Background: an optimization exercise with open tools, aiming at a short achievable clock period and few clock cycles per item. Do not read the settings as production practice. In this exercise RTL edits were held to simulation tests only and were not proved equivalent to the original.

==> flow/design.v <==
`default_nettype none
package tsvm_pkg;
  localparam int StackDepth = 16;
  localparam int DataWidth  = 32;
  localparam logic [3:0] KindPush   = 4'd0;
  localparam logic [3:0] KindIstore = 4'd1;
  localparam logic [3:0] KindPrint  = 4'd2;
  localparam logic [3:0] KindNot    = 4'd3;
  localparam logic [3:0] KindLt     = 4'd4;
  localparam logic [3:0] KindGt     = 4'd5;
  localparam logic [3:0] KindAdd    = 4'd6;
  localparam logic [3:0] KindSub    = 4'd7;
  localparam logic [3:0] KindMul    = 4'd8;
  localparam logic [3:0] KindDiv    = 4'd9;
  localparam logic [3:0] KindOr     = 4'd10;
  localparam logic [3:0] KindEq     = 4'd11;
  localparam logic [3:0] KindAnd    = 4'd12;
  localparam logic [1:0] StOk      = 2'd0;
  localparam logic [1:0] StUnder   = 2'd1;
  localparam logic [1:0] StOver    = 2'd2;
  localparam logic [1:0] StDivZero = 2'd3;
  localparam int DPush  = 0;    
  localparam int DIst   = 1;    
  localparam int DPrt   = 2;    
  localparam int DNot   = 3;    
  localparam int DBin   = 4;    
  localparam int DMul   = 5;    
  localparam int DDiv   = 6;    
  localparam int DAlu   = 7;    
  localparam int DRd0   = 8;    
  localparam int DSubl  = 9;    
  localparam int DSPush = 10;   
  localparam int DZero  = 11;   
  localparam int DecW   = 12;
endpackage
`default_nettype wire
`default_nettype none
import tsvm_pkg::*;
module tsvm_front (
  input  wire logic        clk_i,
  input  wire logic        rst_ni,
  input  wire logic        push_i,
  input  wire logic [3:0]  kind_i,
  input  wire logic [31:0] imm_i,
  output logic             full_o,
  output logic             iv_o,      
  output logic [3:0]       ik_o,      
  output logic [DecW-1:0]  idec_o,    
  output logic [31:0]      iim_o,
  input  wire logic        take_i     
);
  logic            jv_q, full_q;
  logic [3:0]      jk_q;
  logic [DecW-1:0] jdec_q;
  logic [31:0]     jim_q;
  logic            iv_q;
  logic [3:0]      ik_q;
  logic [DecW-1:0] idec_q;
  logic [31:0]     iim_q;
  logic            acc, known, head_free;
  logic [DecW-1:0] dec;
  assign known     = ~(kind_i[3] & kind_i[2] & (kind_i[1] | kind_i[0]));
  assign acc       = push_i & ~jv_q & known;
  assign head_free = ~iv_q | take_i;
  assign full_o    = full_q;
  assign iv_o      = iv_q;
  assign ik_o      = ik_q;
  assign idec_o    = idec_q;
  assign iim_o     = iim_q;
  always_comb begin
    dec = '0;
    dec[DPush] = (kind_i == KindPush);
    dec[DIst]  = (kind_i == KindIstore);
    dec[DPrt]  = (kind_i == KindPrint);
    dec[DNot]  = (kind_i == KindNot);
    dec[DBin]  = (kind_i >= KindLt) && (kind_i <= KindAnd);
    dec[DMul]  = (kind_i == KindMul);
    dec[DDiv]  = (kind_i == KindDiv);
    dec[DAlu]  = dec[DBin] & ~dec[DMul] & ~dec[DDiv];
    dec[DRd0]  = dec[DPrt] | dec[DNot] | dec[DBin];
    dec[DSubl] = (kind_i == KindSub) | (kind_i == KindLt) | (kind_i == KindGt);
    dec[DSPush] = dec[DPush] | dec[DIst];
    dec[DZero]  = ~|imm_i;
  end
  always_ff @(posedge clk_i or negedge rst_ni) begin
    if (!rst_ni) begin
      iv_q   <= 1'b0;
      jv_q   <= 1'b0;
      full_q <= 1'b0;
    end else begin
      if (head_free) begin
        iv_q <= jv_q | acc;
        jv_q <= 1'b0;
      end else if (acc) begin
        jv_q <= 1'b1;
      end
      full_q <= ~head_free & (full_q | (push_i & known));
    end
  end
  always_ff @(posedge clk_i) begin
    if (!jv_q) begin
      jk_q   <= kind_i;
      jdec_q <= dec;
      jim_q  <= imm_i;
    end
    if (head_free) begin
      ik_q   <= jv_q ? jk_q   : kind_i;
      idec_q <= jv_q ? jdec_q : dec;
      iim_q  <= jv_q ? jim_q  : imm_i;
    end
  end
endmodule
`default_nettype wire
`default_nettype none
module tsvm_cmd_q (
  input  wire logic        clk_i,
  input  wire logic        rst_ni,
  input  wire logic        push_i,
  input  wire logic [31:0] value_i,
  input  wire logic [1:0]  status_i,
  output logic             full_o,
  input  wire logic        pop_i,
  output logic             empty_o,
  output logic [31:0]      value_o,
  output logic [1:0]       status_o
);
  logic        hv_q, kv_q, head_free, nempty_q;
  logic [31:0] hval_q, kval_q;
  logic [1:0]  hst_q, kst_q;
  assign head_free = ~hv_q | pop_i;
  assign full_o    = kv_q;
  assign empty_o   = ~nempty_q;
  assign value_o   = hval_q;
  assign status_o  = hst_q;
  always_ff @(posedge clk_i or negedge rst_ni) begin
    if (!rst_ni) begin
      hv_q    <= 1'b0;
      kv_q    <= 1'b0;
      nempty_q <= 1'b0;
    end else begin
      nempty_q <= (~nempty_q | pop_i) ? (kv_q | push_i) : 1'b1;
      if (head_free) begin
        hv_q <= kv_q | push_i;
        kv_q <= 1'b0;
      end else if (push_i) begin
        kv_q <= 1'b1;
      end
    end
  end
  always_ff @(posedge clk_i) begin
    if (!kv_q) begin
      kval_q <= value_i;
      kst_q  <= status_i;
    end
    hval_q <= ({32{head_free}} & (kv_q ? kval_q : value_i)) | ({32{~head_free}} & hval_q);
    hst_q  <= ({2{head_free}}  & (kv_q ? kst_q  : status_i)) | ({2{~head_free}}  & hst_q);
  end
endmodule
`default_nettype wire
`default_nettype none
module tsvm_div (
  input  wire logic        clk_i,
  input  wire logic        rst_ni,
  input  wire logic        start_i,
  input  wire logic        abort_i,    
  input  wire logic [31:0] dividend_i,
  input  wire logic [31:0] divisor_i,
  output logic             busy_o,
  output logic             done_o,
  output logic             done_next_o,
  output logic [31:0]      quotient_o
);
  localparam logic [2:0] DIdle = 3'd0, DLzc = 3'd1, DNorm = 3'd2, DIter = 3'd3,
                         DDone = 3'd4;
  logic [2:0]  st_q, st_d;
  logic        busy_q, done_q;
  logic [31:0] a_q, b_q;       
  logic [33:0] b3_q;          
  logic        neg_q;
  logic [5:0]  za_q, zb_q;
  logic [31:0] rem_q, quo_q, qm_q;
  logic [33:0] d1_q, d3_q;     
  logic [3:0]  cnt_q;
  logic [5:0]  nsh;
  logic [4:0]  k0;
  logic        zero_q;
  logic [34:0] df1, df2, df3;
  logic [1:0]  qd;
  logic [31:0] rem_it, quo_n, qm_n;
  function automatic logic [5:0] lzc32(input logic [31:0] x);
    lzc32 = 6'd32;
    for (int i = 0; i < 32; i++) begin
      if (x[i]) lzc32 = 6'(31 - i);
    end
  endfunction
  assign nsh    = zb_q - za_q;
  assign k0     = {nsh[4:1], 1'b0};    
  assign zero_q = (zb_q < za_q);       
  assign df1 = {3'b000, rem_q} - {1'b0, d1_q};
  assign df2 = {3'b000, rem_q} - {d1_q, 1'b0};
  assign df3 = {3'b000, rem_q} - {1'b0, d3_q};
  always_comb begin
    if (!df3[34])      begin qd = 2'd3; rem_it = df3[31:0]; end
    else if (!df2[34]) begin qd = 2'd2; rem_it = df2[31:0]; end
    else if (!df1[34]) begin qd = 2'd1; rem_it = df1[31:0]; end
    else               begin qd = 2'd0; rem_it = rem_q;     end
  end
  assign quo_n = {quo_q[29:0], qd};
  assign qm_n  = (qd != 2'd0) ? {quo_q[29:0], qd - 2'd1} : {qm_q[29:0], 2'b11};
  always_comb begin
    case (st_q)
      DLzc:    st_d = DNorm;
      DNorm:   st_d = zero_q ? DDone : DIter;
      DIter:   st_d = (cnt_q == 4'd0) ? DDone : DIter;
      default: st_d = start_i ? DLzc : DIdle;
    endcase
    if (abort_i) st_d = DIdle;
  end
  assign busy_o      = busy_q;
  assign done_o      = done_q;
  assign done_next_o = (st_d == DDone);
  assign quotient_o  = neg_q ? ~qm_q : quo_q;
  always_ff @(posedge clk_i or negedge rst_ni) begin
    if (!rst_ni) begin
      st_q   <= DIdle;
      busy_q <= 1'b0;
      done_q <= 1'b0;
    end else begin
      st_q   <= st_d;
      busy_q <= (st_d == DLzc) || (st_d == DNorm) || (st_d == DIter);
      done_q <= (st_d == DDone);
    end
  end
  logic in_norm, in_iter, in_keep;
  assign in_norm = (st_q == DNorm);
  assign in_iter = (st_q == DIter);
  assign in_keep = ~in_norm & ~in_iter;
  always_ff @(posedge clk_i) begin
    if (start_i) begin
      a_q   <= dividend_i[31] ? (~dividend_i + 1'b1) : dividend_i;
      b_q   <= divisor_i[31]  ? (~divisor_i + 1'b1)  : divisor_i;
      neg_q <= dividend_i[31] ^ divisor_i[31];
    end
    if (st_q == DLzc) begin
      za_q <= lzc32(a_q);
      zb_q <= lzc32(b_q);
      b3_q <= {2'b00, b_q} + {1'b0, b_q, 1'b0};
    end
    rem_q <= ({32{in_norm}} & a_q) | ({32{in_iter}} & rem_it) | ({32{in_keep}} & rem_q);
    d1_q  <= ({34{in_norm}} & ({2'b00, b_q} << k0)) | ({34{in_iter}} & {2'b00, d1_q[33:2]})
           | ({34{in_keep}} & d1_q);
    d3_q  <= ({34{in_norm}} & (b3_q << k0)) | ({34{in_iter}} & {2'b00, d3_q[33:2]})
           | ({34{in_keep}} & d3_q);
    cnt_q <= ({4{in_norm}} & nsh[4:1]) | ({4{in_iter}} & (cnt_q - 1'b1)) | ({4{in_keep}} & cnt_q);
    quo_q <= ({32{in_iter}} & quo_n) | ({32{in_keep}} & quo_q);
    qm_q  <= {32{in_norm}} | ({32{in_iter}} & qm_n) | ({32{in_keep}} & qm_q);
  end
endmodule
`default_nettype wire
`default_nettype none
import tsvm_pkg::*;
module tsvm_back (
  input  wire logic        clk_i,
  input  wire logic        rst_ni,
  input  wire logic        iv_i,
  input  wire logic [3:0]  ik_i,
  input  wire logic [DecW-1:0] idec_i,
  input  wire logic [31:0] iim_i,
  output logic             take_o,
  input  wire logic        rq_full_i,
  output logic             rq_push_o,
  output logic [31:0]      rq_value_o,
  output logic [1:0]       rq_status_o
);
  localparam int D = StackDepth;
  logic [D-1:0][31:0] sd_q, sd_d;    
  logic [D-1:0]       spm_q, spm_d;  
  logic [D-1:0]       spd_q, spd_d;  
  logic [D-1:0][31:0] rd_q, rd_d;    
  logic [D-1:0]       rpm_q, rpm_d;
  logic [D-1:0]       rpd_q, rpd_d;
  logic [D:0]         oc_q, rc_q;    
  logic [D-1:0]       sovd_q, rovd_q;    
  logic               sovm0_q;           
  logic [1:0]         rovm_q;            
  logic is_push, is_ist, is_prt, is_not, is_bin, is_mul, is_div, is_alu, is_rd0;
  assign is_push = idec_i[DPush];
  assign is_ist  = idec_i[DIst];
  assign is_prt  = idec_i[DPrt];
  assign is_not  = idec_i[DNot];
  assign is_bin  = idec_i[DBin];
  assign is_mul  = idec_i[DMul];
  assign is_div  = idec_i[DDiv];
  assign is_alu  = idec_i[DAlu];
  assign is_rd0  = idec_i[DRd0];
  logic oc0, oc_lt2, oc_full, rc0, rc_full;
  assign oc0     = oc_q[0];
  assign oc_lt2  = oc_q[0] | oc_q[1];
  assign oc_full = oc_q[D];
  assign rc0     = rc_q[0];
  assign rc_full = rc_q[D];
  logic dz_q;    
  logic s0_pend, s1_pend;
  assign s0_pend = spm_q[0] | spd_q[0];
  assign s1_pend = spm_q[1] | spd_q[1];
  logic        alu_done_q, mul_done, div_done, div_done_next, div_busy, mul_busy;
  logic [31:0] alu_res, mul_res, div_res;
  logic       stall, go, err;
  logic [1:0] err_st;
  always_comb begin
    stall = ~iv_i | rq_full_i | dz_q
          | (is_rd0 & s0_pend)
          | (is_bin & s1_pend)
          | (is_div & div_busy)
          | (is_mul & mul_busy);
    go = ~stall;
    err    = 1'b0;
    err_st = StOk;
    if (is_push) begin
      if (oc_full) begin err = 1'b1; err_st = StOver; end
    end else if (is_ist) begin
      if (rc0) begin err = 1'b1; err_st = StUnder; end
      else if (oc_full) begin err = 1'b1; err_st = StOver; end
    end else if (is_prt | is_not) begin
      if (oc0) begin err = 1'b1; err_st = StUnder; end
    end else begin
      if (oc_lt2) begin err = 1'b1; err_st = StUnder; end
      else if (rc_full) begin err = 1'b1; err_st = StOver; end
    end
  end
  logic s_push, s_pop1, s_pop2, s_repl, r_push, r_pop;
  assign s_push = go & ((is_push & ~oc_full) | (is_ist & ~rc0 & ~oc_full));
  assign s_pop1 = go & is_prt & ~oc0;
  assign s_pop2 = go & is_bin & ~oc_lt2 & ~rc_full;
  assign s_repl = go & is_not & ~oc0;
  assign r_push = s_pop2;
  assign r_pop  = (go & is_ist & ~rc0 & ~oc_full) | dz_q;
  assign take_o      = go;
  assign rq_push_o   = (go & (err | is_prt)) | dz_q;
  assign rq_value_o  = (is_prt & ~oc0 & ~dz_q) ? sd_q[0] : 32'd0;
  assign rq_status_o = dz_q ? StDivZero : err_st;
  logic [31:0] al_q, ar_q;       
  logic        acin_q, ac16_q, aeq_q, abl_q, abr_q;
  logic [3:0]  aop_q;
  logic        sub_like;
  assign sub_like = idec_i[DSubl];
  logic [31:0] ar_d;
  logic [16:0] alo_d;
  assign ar_d  = sub_like ? ~sd_q[0] : sd_q[0];
  assign alo_d = {1'b0, sd_q[1][15:0]} + {1'b0, ar_d[15:0]} + {16'd0, sub_like};
  always_ff @(posedge clk_i) begin
    al_q   <= sd_q[1];
    ar_q   <= ar_d;
    acin_q <= sub_like;
    ac16_q <= alo_d[16];    
    aeq_q  <= (sd_q[1] == sd_q[0]);
    abl_q  <= |sd_q[1];
    abr_q  <= |sd_q[0];
    aop_q  <= ik_i;
  end
  logic [16:0] asum_lo, asum_hi;
  logic [31:0] asum;
  logic        alt, abit;
  assign asum_lo = {al_q[15:0], 1'b1}  + {ar_q[15:0], acin_q};
  assign asum_hi = {al_q[31:16], 1'b1} + {ar_q[31:16], ac16_q};
  assign asum    = {asum_hi[16:1], asum_lo[16:1]};
  assign alt  = (al_q[31] ^ ~ar_q[31]) ? al_q[31] : asum[31];
  always_comb begin
    case (aop_q)
      KindLt:  abit = alt;
      KindGt:  abit = ~alt & ~aeq_q;
      KindOr:  abit = abl_q | abr_q;
      KindEq:  abit = abl_q == abr_q;
      default: abit = abl_q & abr_q;
    endcase
  end
  assign alu_res = ((aop_q == KindAdd) | (aop_q == KindSub)) ? asum : {31'd0, abit};
  always_ff @(posedge clk_i or negedge rst_ni) begin
    if (!rst_ni) alu_done_q <= 1'b0;
    else         alu_done_q <= s_pop2 & is_alu;
  end
  tsvm_mul u_mul (
    .clk_i   (clk_i),
    .rst_ni  (rst_ni),
    .start_i (s_pop2 & is_mul),
    .a_i     (sd_q[1]),
    .b_i     (sd_q[0]),
    .busy_o  (mul_busy),
    .done_o  (mul_done),
    .p_o     (mul_res)
  );
  tsvm_div u_div (
    .clk_i       (clk_i),
    .rst_ni      (rst_ni),
    .start_i     (s_pop2 & is_div),
    .abort_i     (dz_q),
    .dividend_i  (sd_q[1]),
    .divisor_i   (sd_q[0]),
    .busy_o      (div_busy),
    .done_o      (div_done),
    .done_next_o (div_done_next),
    .quotient_o  (div_res)
  );
  logic [D-1:0][31:0] csd, crd;
  logic [D-1:0]       cspm, cspd, crpm, crpd;
  always_comb begin
    for (int i = 0; i < D; i++) begin
      csd[i]  = sovd_q[i] ? div_res : sd_q[i];
      cspd[i] = spd_q[i] & ~div_done;
      cspm[i] = spm_q[i];
      crd[i]  = rovd_q[i] ? div_res : rd_q[i];
      crpd[i] = rpd_q[i] & ~div_done;
      crpm[i] = rpm_q[i];
    end
    cspm[0] = spm_q[0] & ~mul_done;
    for (int i = 0; i < 2; i++) crpm[i] = rpm_q[i] & ~mul_done;
  end
  logic [31:0] s_new;
  logic        s_new_pm, s_new_pd;
  always_comb begin
    if (is_ist) begin
      s_new    = crd[0];
      s_new_pm = crpm[0];
      s_new_pd = crpd[0];
    end else if (is_not) begin
      s_new    = {31'd0, ~|sd_q[0]};
      s_new_pm = 1'b0;
      s_new_pd = 1'b0;
    end else begin
      s_new    = iim_i;
      s_new_pm = 1'b0;
      s_new_pd = 1'b0;
    end
  end
  always_comb begin
    for (int i = 0; i < D; i++) begin
      sd_d[i]  = csd[i];
      spm_d[i] = cspm[i];
      spd_d[i] = cspd[i];
      if (s_push) begin
        if (i == 0) begin
          sd_d[i] = s_new; spm_d[i] = s_new_pm; spd_d[i] = s_new_pd;
        end else begin
          sd_d[i] = csd[i-1]; spm_d[i] = cspm[i-1]; spd_d[i] = cspd[i-1];
        end
      end else if (s_repl) begin
        if (i == 0) begin
          sd_d[i] = s_new; spm_d[i] = 1'b0; spd_d[i] = 1'b0;
        end
      end else if (s_pop1) begin
        if (i < D-1) begin
          sd_d[i] = csd[i+1]; spm_d[i] = cspm[i+1]; spd_d[i] = cspd[i+1];
        end else begin
          spm_d[i] = 1'b0; spd_d[i] = 1'b0;
        end
      end else if (s_pop2) begin
        if (i < D-2) begin
          sd_d[i] = csd[i+2]; spm_d[i] = cspm[i+2]; spd_d[i] = cspd[i+2];
        end else begin
          spm_d[i] = 1'b0; spd_d[i] = 1'b0;
        end
      end
      rd_d[i]  = crd[i];
      rpm_d[i] = crpm[i];
      rpd_d[i] = crpd[i];
      if (r_push) begin
        if (i == 0) begin
          rd_d[i] = 32'd0; rpm_d[i] = is_mul; rpd_d[i] = is_div;
        end else begin
          rd_d[i] = crd[i-1]; rpm_d[i] = crpm[i-1]; rpd_d[i] = crpd[i-1];
        end
      end else if (r_pop) begin
        if (i < D-1) begin
          rd_d[i] = crd[i+1]; rpm_d[i] = crpm[i+1]; rpd_d[i] = crpd[i+1];
        end else begin
          rpm_d[i] = 1'b0; rpd_d[i] = 1'b0;
        end
      end
    end
    if (dz_q) begin
      for (int i = 0; i < D; i++) begin
        if (i == 0) begin
          sd_d[i] = ar_q; spm_d[i] = 1'b0; spd_d[i] = 1'b0;
        end else if (i == 1) begin
          sd_d[i] = al_q; spm_d[i] = 1'b0; spd_d[i] = 1'b0;
        end else begin
          sd_d[i] = csd[i-2]; spm_d[i] = cspm[i-2]; spd_d[i] = cspd[i-2];
        end
      end
    end
    if (rovm_q[0]) begin
      if (r_pop)       sd_d[0] = mul_res;
      else if (r_push) rd_d[1] = mul_res;
      else             rd_d[0] = mul_res;
    end
    if (rovm_q[1]) begin
      if (r_pop)       rd_d[0] = mul_res;
      else if (r_push) rd_d[2] = mul_res;
      else             rd_d[1] = mul_res;
    end
    if (sovm0_q) begin
      if (s_push)      sd_d[1] = mul_res;
      else             sd_d[0] = mul_res;
    end
    if (alu_done_q) begin
      if (r_pop)       sd_d[0] = alu_res;
      else if (r_push) rd_d[1] = alu_res;
      else             rd_d[0] = alu_res;
    end
  end
  always_ff @(posedge clk_i) begin
    sd_q <= sd_d;
    rd_q <= rd_d;
  end
  always_ff @(posedge clk_i or negedge rst_ni) begin
    if (!rst_ni) begin
      spm_q   <= '0;
      spd_q   <= '0;
      rpm_q   <= '0;
      rpd_q   <= '0;
      sovd_q  <= '0;
      rovd_q  <= '0;
      sovm0_q <= 1'b0;
      rovm_q  <= '0;
      dz_q    <= 1'b0;
      oc_q    <= {{D{1'b0}}, 1'b1};
      rc_q    <= {{D{1'b0}}, 1'b1};
    end else begin
      spm_q   <= spm_d;
      spd_q   <= spd_d;
      rpm_q   <= rpm_d;
      rpd_q   <= rpd_d;
      sovd_q  <= spd_d & {D{div_done_next}};
      rovd_q  <= rpd_d & {D{div_done_next}};
      sovm0_q <= spm_d[0] & mul_busy;
      rovm_q  <= rpm_d[1:0] & {2{mul_busy}};
      dz_q    <= s_pop2 & is_div & ~|sd_q[0];
      if (dz_q)        oc_q <= {oc_q[D-2:0], 2'b00};
      else if (s_push) oc_q <= {oc_q[D-1:0], 1'b0};
      else if (s_pop1) oc_q <= {1'b0, oc_q[D:1]};
      else if (s_pop2) oc_q <= {2'b00, oc_q[D:2]};
      if (r_push)      rc_q <= {rc_q[D-1:0], 1'b0};
      else if (r_pop)  rc_q <= {1'b0, rc_q[D:1]};
    end
  end
endmodule
`default_nettype wire
`default_nettype none
module tsvm_mul (
  input  wire logic        clk_i,
  input  wire logic        rst_ni,
  input  wire logic        start_i,
  input  wire logic [31:0] a_i,
  input  wire logic [31:0] b_i,
  output logic             busy_o,
  output logic             done_o,
  output logic [31:0]      p_o
);
  logic [7:0][31:0] r1_q;
  logic [31:0]      s_q, c_q;
  logic             v1_q, v2_q;
  always_ff @(posedge clk_i or negedge rst_ni) begin
    if (!rst_ni) begin
      v1_q <= 1'b0;
      v2_q <= 1'b0;
    end else begin
      v1_q <= start_i;
      v2_q <= v1_q;
    end
  end
  function automatic logic [63:0] csa(input logic [31:0] x, input logic [31:0] y,
                                      input logic [31:0] z);
    logic [31:0] s, c;
    s = x ^ y ^ z;
    c = (x & y) | (x & z) | (y & z);
    csa = {c[30:0], 1'b0, s};
  endfunction
  logic [16:0][31:0] pp;
  logic [32:0] bx;
  assign bx = {b_i, 1'b0};
  always_comb begin
    pp[16] = '0;
    for (int j = 0; j < 16; j++) begin
      logic [2:0]  t;
      logic        neg, one, two;
      logic [31:0] m;
      t   = bx[2*j +: 3];
      neg = t[2] & ~(t[1] & t[0]);
      one = t[1] ^ t[0];
      two = (t == 3'b011) | (t == 3'b100);
      m   = one ? a_i : (two ? {a_i[30:0], 1'b0} : 32'd0);
      pp[j] = (m ^ {32{neg}}) << (2*j);
      pp[16][2*j] = neg;
    end
  end
  logic [11:0][31:0] l1;
  logic [7:0][31:0]  l2;
  logic [5:0][31:0]  l3;
  logic [3:0][31:0]  l4;
  logic [2:0][31:0]  l5;
  logic [1:0][31:0]  l6;
  always_comb begin
    for (int g = 0; g < 5; g++) {l1[2*g+1], l1[2*g]} = csa(pp[3*g], pp[3*g+1], pp[3*g+2]);
    l1[10] = pp[15];
    l1[11] = pp[16];
    for (int g = 0; g < 4; g++) {l2[2*g+1], l2[2*g]} = csa(l1[3*g], l1[3*g+1], l1[3*g+2]);
  end
  always_comb begin
    for (int g = 0; g < 2; g++) {l3[2*g+1], l3[2*g]} = csa(r1_q[3*g], r1_q[3*g+1], r1_q[3*g+2]);
    l3[4] = r1_q[6];
    l3[5] = r1_q[7];
    for (int g = 0; g < 2; g++) {l4[2*g+1], l4[2*g]} = csa(l3[3*g], l3[3*g+1], l3[3*g+2]);
    {l5[1], l5[0]} = csa(l4[0], l4[1], l4[2]);
    l5[2] = l4[3];
    {l6[1], l6[0]} = csa(l5[0], l5[1], l5[2]);
  end
  always_ff @(posedge clk_i) begin
    r1_q <= l2;
    s_q  <= l6[0];
    c_q  <= l6[1];
  end
  assign busy_o = v1_q;
  assign done_o = v2_q;
  assign p_o    = s_q + c_q;
endmodule
`default_nettype wire
`default_nettype none
module two_stack_integer_vm (
  input  wire logic               clk_i,
  input  wire logic               rst_ni,
  input  wire logic               push,
  output logic                    full,
  input  wire logic [3:0]         kind_i,
  input  wire logic signed [31:0] immediate_i,
  output logic                    empty,
  input  wire logic               pop,
  output logic signed [31:0]      value_o,
  output logic [1:0]              status_o
);
  logic        iv, take;
  logic [3:0]  ik;
  logic [tsvm_pkg::DecW-1:0] idec;
  logic [31:0] iim;
  logic        rq_full, rq_push;
  logic [31:0] rq_value, res_value;
  logic [1:0]  rq_status;
  tsvm_front u_front (
    .clk_i  (clk_i),
    .rst_ni (rst_ni),
    .push_i (push),
    .kind_i (kind_i),
    .imm_i  (immediate_i),
    .full_o (full),
    .iv_o   (iv),
    .ik_o   (ik),
    .idec_o (idec),
    .iim_o  (iim),
    .take_i (take)
  );
  tsvm_back u_back (
    .clk_i       (clk_i),
    .rst_ni      (rst_ni),
    .iv_i        (iv),
    .ik_i        (ik),
    .idec_i      (idec),
    .iim_i       (iim),
    .take_o      (take),
    .rq_full_i   (rq_full),
    .rq_push_o   (rq_push),
    .rq_value_o  (rq_value),
    .rq_status_o (rq_status)
  );
  tsvm_cmd_q u_res_q (
    .clk_i    (clk_i),
    .rst_ni   (rst_ni),
    .push_i   (rq_push),
    .value_i  (rq_value),
    .status_i (rq_status),
    .full_o   (rq_full),
    .pop_i    (pop),
    .empty_o  (empty),
    .value_o  (res_value),
    .status_o (status_o)
  );
  assign value_o = $signed(res_value);
endmodule
`default_nettype wire
==> flow/flow/run.sh <==
#!/bin/bash
set -euo pipefail
export SETUP_SLACK_MARGIN=7.0
bash standard.sh > standard.log 2>&1
==> flow/standard.sh <==
#!/bin/bash
# synth_recipe.tcl (not shown) runs the flow's synth.tcl, then flattens the netlist and writes it again
# the make line also repeats each setting of config.mk as NAME=value (left out here)
make -C /OpenROAD-flow-scripts/flow DESIGN_CONFIG=/design/flow/config.mk WORK_HOME=/design/flow/orfs CLKGATE_MAP_FILE= SYNTH_SCRIPT=/design/flow/synth_recipe.tcl "${@:-finish}"
==> flow/config.mk <==
export PLATFORM = sky130hd
export DESIGN_NAME = two_stack_integer_vm
export DESIGN_NICKNAME = two_stack_integer_vm
export VERILOG_FILES = /design/flow/design.v
export SDC_FILE = /design/flow/constraint.sdc
export NUM_CORES = 4
export LEC_CHECK = 0
export ABC_AREA = 0
export ABC_CLOCK_PERIOD_IN_PS = 1200
export CAP_MARGIN = 20
export CORE_MARGIN = 2
export CORE_UTILIZATION = 40
export SLEW_MARGIN = 20
export TNS_END_PERCENT = 100
==> flow/constraint.sdc <==
create_clock -name core_clock -period 10.0 [get_ports {clk_i}]
set_input_delay 2.0000 -clock core_clock [delete_from_list [all_inputs] [get_ports {clk_i}]]
set_output_delay 2.0000 -clock core_clock [all_outputs]
set_load 0.01 [all_outputs]
==> impl_metrics.tcl <==
set metrics [dict create \
    path_class "register to register" \
    start_kind "register" \
    core_area_um2 294000 \
    clkSinkCount 1890 \
    vias_per_cell 6.24 \
    portBuffers 75 \
    slew_headroom 0.181 \
    nFillCells 26792 \
    syn_area_per_cell_um2 7.96 \
    cp.depth 20 \
    arrival_ps 4650 \
    syn-num-nets 15388 \
    grt_pass1_vias 105363 \
    async_flop_share 0.0783 \
    multi_input_area_um2 77500 \
    final_hold_viol_count 0 \
    start_util 0.401 \
    clk_pin_slew_ps 60 \
    ys_ff_latch 1890 \
    finalMaxSlewViolations 0 \
    rsz0062_at_grt "true" \
    place_congestion 0.992 \
    cap_violations 0 \
    pin_count 76 \
    cts_tree "yes" \
    status "finished clean" \
    drive_gt1_frac 0.178 \
    crit_path_cell_trace "fa_2 -> a21o_1 -> a21oi_2 -> o21bai_1 -> a21oi_2 -> o21bai_1 -> a31oi_1 -> a211o_1 -> o21a_1 -> nor2b_1 -> o21ai_1 -> nand2b_1 -> fa_2 -> nand3b_1 -> o21ai_2 -> o21ai_1 -> o21ai_1 -> a21oi_2 -> buf_4 -> a21oi_1" \
    wl_um 496000 \
    synthFlopType "dfxtp_1" \
    dieArea_um2 299000 \
    min_path_type "register to register" \
    synth-edff-count 191 \
    setup_viol 0 \
    mappedNetlistArea_um2 118000 \
    max_freq_mhz 264 \
    drtAntennaViolNets 0 \
    synth_warnings 5 \
    grt_first_pass_wirelength_um 684000 \
    fp.dieW_um 547 \
    numCtsBuffers 218 \
    startpoint "u_back.al_q[16]" \
    worst_pin_slew_ps 1230 \
    cts_max_level 4 \
    overflow 0 \
    period_needed_ps 3780 \
    ys_seq_area_frac 0.344 \
    dr.pass1.iters 12 \
    yosysTopAreaCell "dfxtp_1" \
    hold_buffers 0 \
    dr.first_iter.drc_count 15900 \
    r2r_slack_ps 6220 \
    yosysTopAreaCellShare 0.264 \
    vias 117954 \
    cts_root_buf "clkbuf_16" \
    clk-insertion-delay-late_ps 990 \
    wl_per_cell_um 26.2 \
    slowest_stage "fa_2" \
    fin_tns_setup_ps 0 \
    dp_hpwl_um 265000 \
    grt_usage 0.292 \
    cp_max_fo 2 \
    synthCells 14799 \
    final_cell_mix "nand2_1, a21oi_1, dfxtp_1, mux2i_1, buf_4" \
    endpoint "u_back.rd_q[32]" \
    critPathCaptureType "register" \
    seq_area_um2 40600 \
    clk_path_buf_depth 4 \
    dp.cells 17683 \
    critical_path_required_ps 10870 \
    post-route-drc-count 0 \
    timing.rr.start "u_back.al_q[16]" \
    nets 15388 \
    final_common_cell "nand2_1" \
    die_h_um 547 \
    fin_skew_ps 103 \
    synth_area_leaders "dfxtp_1, a21oi_1, mux2i_1" \
    grt_start_max_net_pins 228 \
    stdcell_count 18909 \
    grt_antenna_before_repair 14 \
    area_delta_synth_final_pct 25.0 \
    max_stage_delay_ps 380 \
    worst_r2r_endpoint "u_back.rd_q[32]" \
    r2r_cells 20 \
    rows 199 \
    min_from "u_back.sd_q[54]" \
    ys_types 98 \
    period_share 0.378 \
    fin_util 0.501 \
    cp_top_family "compound AO/OA/AOI/OAI gates" \
    cp.buffers_inverters 1 \
]
## sequential cells by signal, summed over array words and instances, names as in the netlist, 32 cells and up, named ones only
name and count:
u_back.rd_q 512, u_back.sd_q 512, u_back.u_mul.r1_q 147, u_back.u_div.b3_q 34, u_back.u_div.d1_q 34, u_back.u_div.d3_q 34
u_back.al_q 32, u_back.ar_q 32, u_back.u_div.a_q 32, u_back.u_div.b_q 32, u_back.u_div.qm_q 32, u_back.u_div.quo_q 32
u_back.u_div.rem_q 32, u_back.u_mul.s_q 32, u_front.iim_q 32, u_front.jim_q 32, u_res_q.kval_q 32
## cell usage after synthesis (all sizes together) (44+ instances only)
cell,n
xnor2,361
ha,342
inv,327
a21oi,2556
a31oi,98
nor3,121
xor2,162
a311oi,67
mux2,84
edfxtp,191
o211ai,451
nor2b,81
buf,330
clkbuf,1036
dfxtp,1551
nand2,2911
and3,60
mux2i,1204
a211oi,162
nand2b,48
nand3,515
a22oi,206
o21ai,384
nor2,529
dfrtp,146
a221oi,68
a21o,75
a22o,44
fa,207
o22ai,66
## worst reg2reg max path: stages, from the launching register on
cell	delay [ps]
dfxtp_2	330
fa_2	350
a21o_1	180
a21oi_2	140
o21bai_1	100
a21oi_2	210
o21bai_1	140
a31oi_1	270
a211o_1	190
o21a_1	170
nor2b_1	60
o21ai_1	170
nand2b_1	150
fa_2	380
nand3b_1	120
o21ai_2	60
o21ai_1	120
o21ai_1	80
a21oi_2	190
buf_4	190
a21oi_1	70
## per-layer routing
layer,wire (um),up-vias,part of all wire,track usage
met5,566,-,0.0011,0
met4,37500,20,0.076,0.170
met3,58100,1802,0.12,0.0706
met2,208000,7269,0.42,0.430
met1,193000,56660,0.39,0.388
li1,-,52203,-,-
## logic make-up (layout without fill, tap and decap cells)
| family | after synthesis | in the layout | synth area share |
|---|---|---|---|
| XOR/XNOR | 523 | 524 | 0.0389 |
| multiplexers | 1299 | 1299 | 0.112 |
| flip-flops | 1890 | 1890 | 0.344 |
| AND/OR/NAND/NOR | 4435 | 4446 | 0.157 |
| other | 0 | 10 | 0 |
| AO/OA/AOI/OAI | 4406 | 4409 | 0.221 |
| adder cells (fa/ha/maj) | 549 | 549 | 0.0715 |
| buffers and inverters | 1697 | 1863 | 0.0558 |
## layout make-up
cell class	count	share of cell area
antenna	10	0.000170
clock buffer	324	0.0434
clock inverter	77	0.00592
inverter	331	0.00940
multi-input combinational	11227	0.526
sequential	1890	0.276
tap	3919	0.0333
timing repair buffer	1131	0.105
## how the worst min path moves through the flow
stage,to,slack [ps],cells after the start
floorplan,u_back.aop_q[0],320,0
global placement,u_back.al_q[22],390,0
detailed placement,u_back.al_q[22],400,0
CTS,u_back.al_q[22],400,0
global route,u_back.al_q[22],400,0
finish,u_back.al_q[22],410,0
## timing repair
item | 4_1_cts | 5_1_grt
setup endpoints to repair | 1558 | 1262
endpoints found under the hold margin | 0 | 0
pin swaps | 213 | 510
cloned | 86 | 130
resized for setup | 1104 | 1027
setup buffers | 324 | 274
## metrics by stage
stage               hold slack (ps)  setup slack [ps]  cell area, um2
floorplan                       323              6430          118000
global placement                393              4830          121000
detailed placement              395              4810          121000
CTS                             403              6360          138000
global route                    404              6100          147000
finish                          415              6220          147000
Testbench counts, summed over its fixed seeds: cycles 20,450, items 20,000.

==> what the ideal ports hide <==
The flow's constraints put no driver on any port. The routed layout listed below was extracted and timed again, unchanged, in two steps.
Step 1 sets driving cells, clkbuf_16 on the clock port and buf_2 on the other inputs (assumed; they add their load-dependent delay and slew).
Step 2 also shifts input and output timing later by t, the mid clock arrival at the registers, as if the neighbouring blocks saw the same clock.
Three values: no drivers, after step 1, after step 2; two values: the first two.
t, ns: 1.050
setup WS [ns]: 6.219 / 6.219 / 6.219
worst data-port slew with drivers (ns): 0.08
After both steps this run still meets setup and hold. For this run, drivers alone change the setup slack by 0.000 ns; drivers and shift together by 0.000 ns.
